Background: an optimization exercise with open tools, aiming at small area, a short achievable clock period and few clock cycles per item. Do not read the settings as production practice.
Where RTL was checked, it was by simulation tests only, not by an equivalence proof against the original.

==> flow/design.v <==
module goldschmidt_ctrl #(
    parameter int ITERS = 5
) (
    input  logic        clk,
    input  logic        rst_n,
    input  logic        start,
    input  logic [15:0] n,
    input  logic [15:0] d,
    output logic        busy,
    output logic        done,
    output logic [15:0] q,
    output logic        dbz
);
    logic [15:0] dr;
    logic [15:0] rr;
    logic [15:0] qr;
    logic [2:0] cnt;
    logic        satr;
    logic        sat;
    logic [2:0] cnt0;
    logic [31:0] ld;
    logic [8:0] st;
    assign st  = {1'b0, n[15:8]} - {1'b0, d[7:0]};
    assign sat = ~st[8] & ~|d[15:8];
    always_comb begin
        ld   = 32'(n) << 8;
        cnt0 = 3'd7;
        if ((|d[15:12])) begin
            ld   = 32'(n) << 12;
            cnt0 = 3'd5;
        end
        if ((|d[15:14])) begin
            ld   = 32'(n) << 14;
            cnt0 = 3'd4;
        end
        if (((n >> 0) < d)) begin
            ld   = 32'(n) << 16;
            cnt0 = 3'd3;
        end
    end
    logic [17:0] wv;
    logic [18:0] t1, t2, t3;
    logic        s1, s2, s3;
    logic [15:0] rn;
    logic [1:0]  qd;
    assign wv = {rr, qr[15:14]};
    assign t1 = {1'b0, wv} - {3'b0, dr};
    assign t2 = {1'b0, wv} - {2'b0, dr, 1'b0};
    assign t3 = {1'b0, wv} - ({3'b0, dr} + {2'b0, dr, 1'b0});
    assign s1 = ~t1[18];
    assign s2 = ~t2[18];
    assign s3 = ~t3[18];
    assign qd = {s2, s3 | (s1 & ~s2)};
    always_comb begin
        if (s3)      rn = t3[15:0];
        else if (s2) rn = t2[15:0];
        else if (s1) rn = t1[15:0];
        else         rn = wv[15:0];
    end
    assign q = qr | {16{satr}};
    always_ff @(posedge clk) begin
        if (!rst_n) begin
            busy <= 1'b0;
            done <= 1'b0;
        end else begin
            done <= 1'b0;
            if (!busy) begin
                if (start) begin
                    if (sat) done <= 1'b1;
                    else     busy <= 1'b1;
                end
            end else if (cnt == '0) begin
                busy <= 1'b0;
                done <= 1'b1;
            end
        end
    end
    always_ff @(posedge clk) begin
        if (!busy) begin
            dr   <= d;
            rr   <= ld[31:16];
            qr   <= ld[15:0];
            cnt  <= cnt0;
            satr <= sat;
            dbz  <= (d == 16'd0);
        end else begin
            rr   <= rn;
            qr   <= {qr[13:0], qd};
            cnt  <= cnt - 1'b1;
            satr <= 1'b0;
            dbz  <= 1'b0;
        end
    end
endmodule
Settings: LEC_CHECK=0, CAP_MARGIN=20, CORE_MARGIN=2, CORE_UTILIZATION=65, SLEW_MARGIN=20, BUFFER_PORTS_ARGS=-buffer_cell sky130_fd_sc_hd__buf_1, SETUP_SLACK_MARGIN=8.1; clock period 11.5 ns.
standard.sh (not shown) runs the stock make flow with config.mk's settings and CLKGATE_MAP_FILE= SYNTH_SCRIPT=/design/flow/synth_recipe.tcl, a recipe that flattens the netlist after the stock synthesis.
==> flow/flow/run.sh <==
#!/bin/bash
set -euo pipefail
echo 'export BUFFER_PORTS_ARGS = -buffer_cell sky130_fd_sc_hd__buf_1' >> "$FLOW_CONFIG"
echo 'export SETUP_SLACK_MARGIN = 8.1' >> "$FLOW_CONFIG"
bash standard.sh > standard.log 2>&1
Change:
--- a/flow/design.v
+++ b/flow/design.v
@@ -32,10 +32,6 @@
         if ((|d[15:14])) begin
             ld   = 32'(n) << 14;
             cnt0 = 3'd4;
-        end
-        if (((n >> 0) < d)) begin
-            ld   = 32'(n) << 16;
-            cnt0 = 3'd3;
         end
     end
     logic [17:0] wv;
What happened: The changed run ran to the end with no violations; count of clock-buffer cells in the layout fell by 1; die area shrinks by about 8%; cell area is lower by about 17%; global-route usage decreases by 2.7 points; non-clock buffer count is lower by 17; via count drops by about 17%; utilization came out lower by 8.7 points; synthesized cell count went down by about 9%; routed wire length decreases by about 25%; area after synthesis decreases by about 8%; cell count is lower by 9.7%; hold slack degrades by 0.034 ns.
Testbench counts after the change, summed over its fixed seeds: cycles 13,880, items 2,400.
Only the layout flow was run in the first run of this note; the RTL was not checked for function there.

========
== run D ==
Another version of the RTL of goldschmidt_ctrl (not shown whole).
For scale: roughly 410 cells after synthesis, about 54 I/O pins.
==> module goldschmidt_ctrl, before the edit <==
module goldschmidt_ctrl #(
    parameter int ITERS = 5
) (
    input  logic        clk,
    input  logic        rst_n,
    input  logic        start,
    input  logic [15:0] n,
    input  logic [15:0] d,
    output logic        busy,
    output logic        done,
    output logic [15:0] q,
    output logic        dbz
);
    localparam int K = 1;
    logic [15:0] dr;
    logic [15:0] rr;
    logic [15:0] qr;
    logic [3:0] cnt;
    logic        sat;
    logic [3:0] cnt0;
    logic [31:0] ld;
    logic [15:0] rn;
    logic [15:0] qn;
    assign sat = (n[15:8] >= d);
    always_comb begin
        ld   = 32'(n) << 8;
        cnt0 = 4'd15;
        if ((|d[15:12])) begin
            ld   = 32'(n) << 12;
            cnt0 = 4'd11;
        end
        if ((|d[15:13])) begin
            ld   = 32'(n) << 13;
            cnt0 = 4'd10;
        end
        if ((|d[15:14])) begin
            ld   = 32'(n) << 14;
            cnt0 = 4'd9;
        end
        if ((|d[15:15])) begin
            ld   = 32'(n) << 15;
            cnt0 = 4'd8;
        end
    end
    always_comb begin
        logic [16:0] t;
        rn = rr;
        qn = qr;
        for (int i = 0; i < K; i++) begin
            t  = {rn, qn[15]} - {1'b0, dr};
            rn = t[16] ? {rn[14:0], qn[15]} : t[15:0];
            qn = {qn[14:0], ~t[16]};
        end
    end
    always_ff @(posedge clk) begin
        if (!rst_n) begin
            busy <= 1'b0;
            done <= 1'b0;
        end else begin
            done <= 1'b0;
            if (!busy) begin
                if (start) begin
                    if (sat) done <= 1'b1;
                    else     busy <= 1'b1;
                end
            end else if (cnt == '0) begin
                busy <= 1'b0;
                done <= 1'b1;
            end
        end
    end
    always_ff @(posedge clk) begin
        if (!busy) begin
            dr  <= d;
            rr  <= ld[31:16];
            qr  <= sat ? 16'hFFFF : ld[15:0];
            cnt <= cnt0;
            dbz <= (d == 16'd0);
        end else begin
            rr  <= rn;
            qr  <= qn;
            cnt <= cnt - 1'b1;
            dbz <= 1'b0;
        end
    end
    assign q = qr;
endmodule
make LEC_CHECK=0 CAP_MARGIN=20 CORE_MARGIN=2 CORE_UTILIZATION=40 SLEW_MARGIN=20 finish   # period 11.5 ns
run.sh (not shown) runs the stock make flow with config.mk's settings and CLKGATE_MAP_FILE= SYNTH_SCRIPT=/design/flow/synth_recipe.tcl, a recipe that flattens the netlist after the stock synthesis.
Stock flow here: none of the scripts above is used.
Here is what was changed in the inputs of run E compared with run D.
==> flow/design.v <==
module goldschmidt_ctrl #(
    parameter int ITERS = 5
) (
    input  logic        clk,
    input  logic        rst_n,
    input  logic        start,
    input  logic [15:0] n,
    input  logic [15:0] d,
    output logic        busy,
    output logic        done,
    output logic [15:0] q,
    output logic        dbz
);
    localparam int K = 2;
    logic [15:0] dr, rr, qr;
    logic [2:0] cnt;
    logic        sat;
    logic [2:0] cnt0;
    logic [31:0] ld;
    logic [15:0] rn, qn;
    assign sat = (n[15:8] >= d);
    always_comb begin
        ld   = 32'({n, 8'd0}) << 8 >> 8;
        ld   = 32'(n) << 8;
        cnt0 = 3'd7;
    end
    always_comb begin
        logic [16:0] t;
        rn = rr;
        qn = qr;
        for (int i = 0; i < K; i++) begin
            t = {rn, qn[15]} - {1'b0, dr};
            if (!t[16]) rn = t[15:0];
            else        rn = {rn[14:0], qn[15]};
            qn = {qn[14:0], ~t[16]};
        end
    end
    always_ff @(posedge clk) begin
        if (!rst_n) begin
            busy <= 1'b0;
            done <= 1'b0;
        end else begin
            done <= 1'b0;
            if (!busy) begin
                if (start) begin
                    if (sat) done <= 1'b1;
                    else     busy <= 1'b1;
                end
            end else if (cnt == '0) begin
                busy <= 1'b0;
                done <= 1'b1;
            end
        end
    end
    always_ff @(posedge clk) begin
        if (!busy) begin
            if (start) begin
                dr  <= d;
                dbz <= (d == 16'd0);
                cnt <= cnt0;
                if (sat) begin
                    qr <= 16'hFFFF;
                end else begin
                    rr <= ld[31:16];
                    qr <= ld[15:0];
                end
            end
        end else begin
            rr  <= rn;
            qr  <= qn;
            cnt <= cnt - 1'b1;
        end
    end
    assign q = qr;
endmodule
[summary]
Compared with run D, in run E die width increased by 16% relative to the old numbers, flip-flop and latch count decreased by 1 relative to the old numbers, worst reg-to-reg setup slack decreased by 3370 ps relative to the old numbers. Changes observed in run E relative to run D: buffers plus inverters on the worst setup path increased by 2 relative to the old numbers, worst relative slew slack up 5.1 points, routed wire length up about 43%, placed instance count has increased. In the reports for run D and run E, the larger non-clock inverter total of the final layout belongs to run E.
No run of this note included a check of the RTL's function; only the layout flow was run.

========
goldschmidt_ctrl, a different RTL version from the one above (not shown whole).
For scale: about 630 cells after synthesis, about 55 flip-flops, about 54 I/O pins, roughly 5400 µm² of cells after synthesis.
## goldschmidt_ctrl
module goldschmidt_ctrl #(
    parameter int ITERS = 5
) (
    input  logic        clk,
    input  logic        rst_n,
    input  logic        start,
    input  logic [15:0] n,
    input  logic [15:0] d,
    output logic        busy,
    output logic        done,
    output logic [15:0] q,
    output logic        dbz
);
    logic [15:0] dr;
    logic [15:0] rr;
    logic [15:0] qr;
    logic [2:0] cnt;
    logic        satr;
    logic        sat;
    logic [2:0] cnt0;
    logic [31:0] ld;
    assign sat = (n[15:8] >= d);
    always_comb begin
        ld   = 32'(n) << 8;
        cnt0 = 3'd7;
        if ((|d[15:12])) begin
            ld   = 32'(n) << 12;
            cnt0 = 3'd5;
        end
        if ((|d[15:14])) begin
            ld   = 32'(n) << 14;
            cnt0 = 3'd4;
        end
    end
    logic [17:0] wv;
    logic [18:0] t1, t2, t3;
    logic        s1, s2, s3;
    logic [15:0] rn;
    logic [1:0]  qd;
    assign wv = {rr, qr[15:14]};
    assign t1 = {1'b0, wv} - {3'b0, dr};
    assign t2 = {1'b0, wv} - {2'b0, dr, 1'b0};
    assign t3 = {1'b0, wv} - ({3'b0, dr} + {2'b0, dr, 1'b0});
    assign s1 = ~t1[18];
    assign s2 = ~t2[18];
    assign s3 = ~t3[18];
    assign qd = {s2, s3 | (s1 & ~s2)};
    always_comb begin
        if (s3)      rn = t3[15:0];
        else if (s2) rn = t2[15:0];
        else if (s1) rn = t1[15:0];
        else         rn = wv[15:0];
    end
    assign q = qr | {16{satr}};
    always_ff @(posedge clk) begin
        if (!rst_n) begin
            busy <= 1'b0;
            done <= 1'b0;
        end else begin
            done <= 1'b0;
            if (!busy) begin
                if (start) begin
                    if (sat) done <= 1'b1;
                    else     busy <= 1'b1;
                end
            end else if (cnt == '0) begin
                busy <= 1'b0;
                done <= 1'b1;
            end
        end
    end
    always_ff @(posedge clk) begin
        if (!busy) begin
            dr   <= d;
            rr   <= ld[31:16];
            qr   <= ld[15:0];
            cnt  <= cnt0;
            satr <= sat;
            dbz  <= (d == 16'd0);
        end else begin
            rr   <= rn;
            qr   <= {qr[13:0], qd};
  ...
==> module goldschmidt_ctrl, before the edit <==
module goldschmidt_ctrl #(
    parameter int ITERS = 5
) (
    input  logic        clk,
    input  logic        rst_n,
    input  logic        start,
    input  logic [15:0] n,
    input  logic [15:0] d,
    output logic        busy,
    output logic        done,
    output logic [15:0] q,
    output logic        dbz
);
    logic [15:0] dr;
    logic [15:0] rr;
    logic [15:0] qr;
    logic [2:0] cnt;
    logic        satr;
    logic        sat;
    logic [2:0] cnt0;
    logic [31:0] ld;
    assign sat = (n[15:8] >= d);
    always_comb begin
        ld   = 32'(n) << 8;
        cnt0 = 3'd7;
        if ((|d[15:12])) begin
            ld   = 32'(n) << 12;
            cnt0 = 3'd5;
        end
        if ((|d[15:14])) begin
            ld   = 32'(n) << 14;
            cnt0 = 3'd4;
        end
    end
    logic [17:0] wv;
    logic [18:0] t1, t2, t3;
    logic        s1, s2, s3;
    logic [15:0] rn;
    logic [1:0]  qd;
    assign wv = {rr, qr[15:14]};
    assign t1 = {1'b0, wv} - {3'b0, dr};
    assign t2 = {1'b0, wv} - {2'b0, dr, 1'b0};
    assign t3 = {1'b0, wv} - ({3'b0, dr} + {2'b0, dr, 1'b0});
    assign s1 = ~t1[18];
    assign s2 = ~t2[18];
    assign s3 = ~t3[18];
    assign qd = {s2, s3 | (s1 & ~s2)};
    always_comb begin
        if (s3)      rn = t3[15:0];
        else if (s2) rn = t2[15:0];
        else if (s1) rn = t1[15:0];
        else         rn = wv[15:0];
    end
    assign q = qr | {16{satr}};
    always_ff @(posedge clk) begin
        if (!rst_n) begin
            busy <= 1'b0;
            done <= 1'b0;
        end else begin
            done <= 1'b0;
            if (!busy) begin
                if (start) begin
                    if (sat) done <= 1'b1;
                    else     busy <= 1'b1;
                end
            end else if (cnt == '0) begin
                busy <= 1'b0;
                done <= 1'b1;
            end
        end
    end
    always_ff @(posedge clk) begin
        if (!busy) begin
            dr   <= d;
            rr   <= ld[31:16];
            qr   <= ld[15:0];
            cnt  <= cnt0;
            satr <= sat;
            dbz  <= (d == 16'd0);
        end else begin
            rr   <= rn;
            qr   <= {qr[13:0], qd};
            cnt  <= cnt - 1'b1;
            satr <= 1'b0;
            dbz  <= 1'b0;
        end
    end
endmodule
clock: 11.5 ns
lec_check: 0
cap_margin: 20
core_margin: 2
core_utilization: 40
slew_margin: 20
buffer_ports_args: -buffer_cell sky130_fd_sc_hd__buf_1
standard.sh (not shown) runs the stock make flow with config.mk's settings and CLKGATE_MAP_FILE= SYNTH_SCRIPT=/design/flow/synth_recipe.tcl, a recipe that flattens the netlist after the stock synthesis.
==> flow/flow/run.sh <==
#!/bin/bash
set -euo pipefail
echo 'export BUFFER_PORTS_ARGS = -buffer_cell sky130_fd_sc_hd__buf_1' >> "$FLOW_CONFIG"
bash standard.sh > standard.log 2>&1
Rerun with:
--- a/flow/design.v
+++ b/flow/design.v
@@ -30,22 +30,34 @@
         if ((|d[15:14])) begin
             ld   = 32'(n) << 14;
             cnt0 = 3'd4;
         end
     end
+    function automatic logic [18:0] sub18(input logic [17:0] a, input logic [17:0] b);
+        logic [18:0] c;
+        logic [17:0] s;
+        c[0] = 1'b1;
+        for (int i = 0; i < 18; i++) begin
+            s[i]   = a[i] ^ ~b[i] ^ c[i];
+            c[i+1] = (a[i] & ~b[i]) | (c[i] & (a[i] | ~b[i]));
+        end
+        sub18 = {c[18], s};
+    endfunction
     logic [17:0] wv;
     logic [18:0] t1, t2, t3;
     logic        s1, s2, s3;
     logic [15:0] rn;
     logic [1:0]  qd;
     assign wv = {rr, qr[15:14]};
-    assign t1 = {1'b0, wv} - {3'b0, dr};
-    assign t2 = {1'b0, wv} - {2'b0, dr, 1'b0};
-    assign t3 = {1'b0, wv} - ({3'b0, dr} + {2'b0, dr, 1'b0});
-    assign s1 = ~t1[18];
-    assign s2 = ~t2[18];
-    assign s3 = ~t3[18];
+    logic [17:0] d3;
+    assign d3 = {2'b0, dr} + {1'b0, dr, 1'b0};
+    assign t1 = sub18(wv, {2'b0, dr});
+    assign t2 = sub18(wv, {1'b0, dr, 1'b0});
+    assign t3 = sub18(wv, d3);
+    assign s1 = t1[18];
+    assign s2 = t2[18];
+    assign s3 = t3[18];
     assign qd = {s2, s3 | (s1 & ~s2)};
     always_comb begin
         if (s3)      rn = t3[15:0];
         else if (s2) rn = t2[15:0];
         else if (s1) rn = t1[15:0];
Result: Non-clock buffer count grows by 2. Synthesized cell count falls by 26%. Utilization rose by 1.4 points. Worst setup slack is worse by 4500 ps. First-iteration DRC count is lower by 45%. Wire length falls by 30%. Clock skew is about the same. Cell area fell by 15%.
Function was not checked in any run of this note: the RTL went through the layout flow alone.

-- re-timing with driven ports --
The results above use ideal ports. As a check the final layouts listed here were re-extracted and re-timed, cells and wires unchanged. Step 1 sets driving cells, clkbuf_16 on the clock port and buf_2 on the other inputs (assumed; they add their load-dependent delay and slew). Step 2 adds t to the input delays and takes it off the output delays; t is the mean of the earliest and latest rising clock arrival at the registers after step 1. Input paths then give back, and output paths get back, about the clock's delay inside the block. Three values: ideal, step 1, step 2; two values: the first two.
run	t (ns)	slack for setup (ns)	worst register clock-pin slew, ns
the first run of note 1	0.352	7.404 / 7.379 / 7.028	0.12 / 0.12
the second run of note 1	0.349	8.041 / 8.011 / 7.766	0.11 / 0.11
run D	0.337	6.572 / 6.570 / 6.233	0.11 / 0.11
run E	0.331	5.112 / 5.112 / 5.112	0.07 / 0.07
the first run of note 3	0.322	7.551 / 7.552 / 7.231	0.07 / 0.07
the second run of note 3	0.336	3.043 / 3.043 / 3.043	0.08 / 0.08
After both steps every run listed still meets setup and hold. The setup slack of the first run of note 1, which loses most, moves by -0.025 ns with the drivers and by -0.376 ns with both steps.
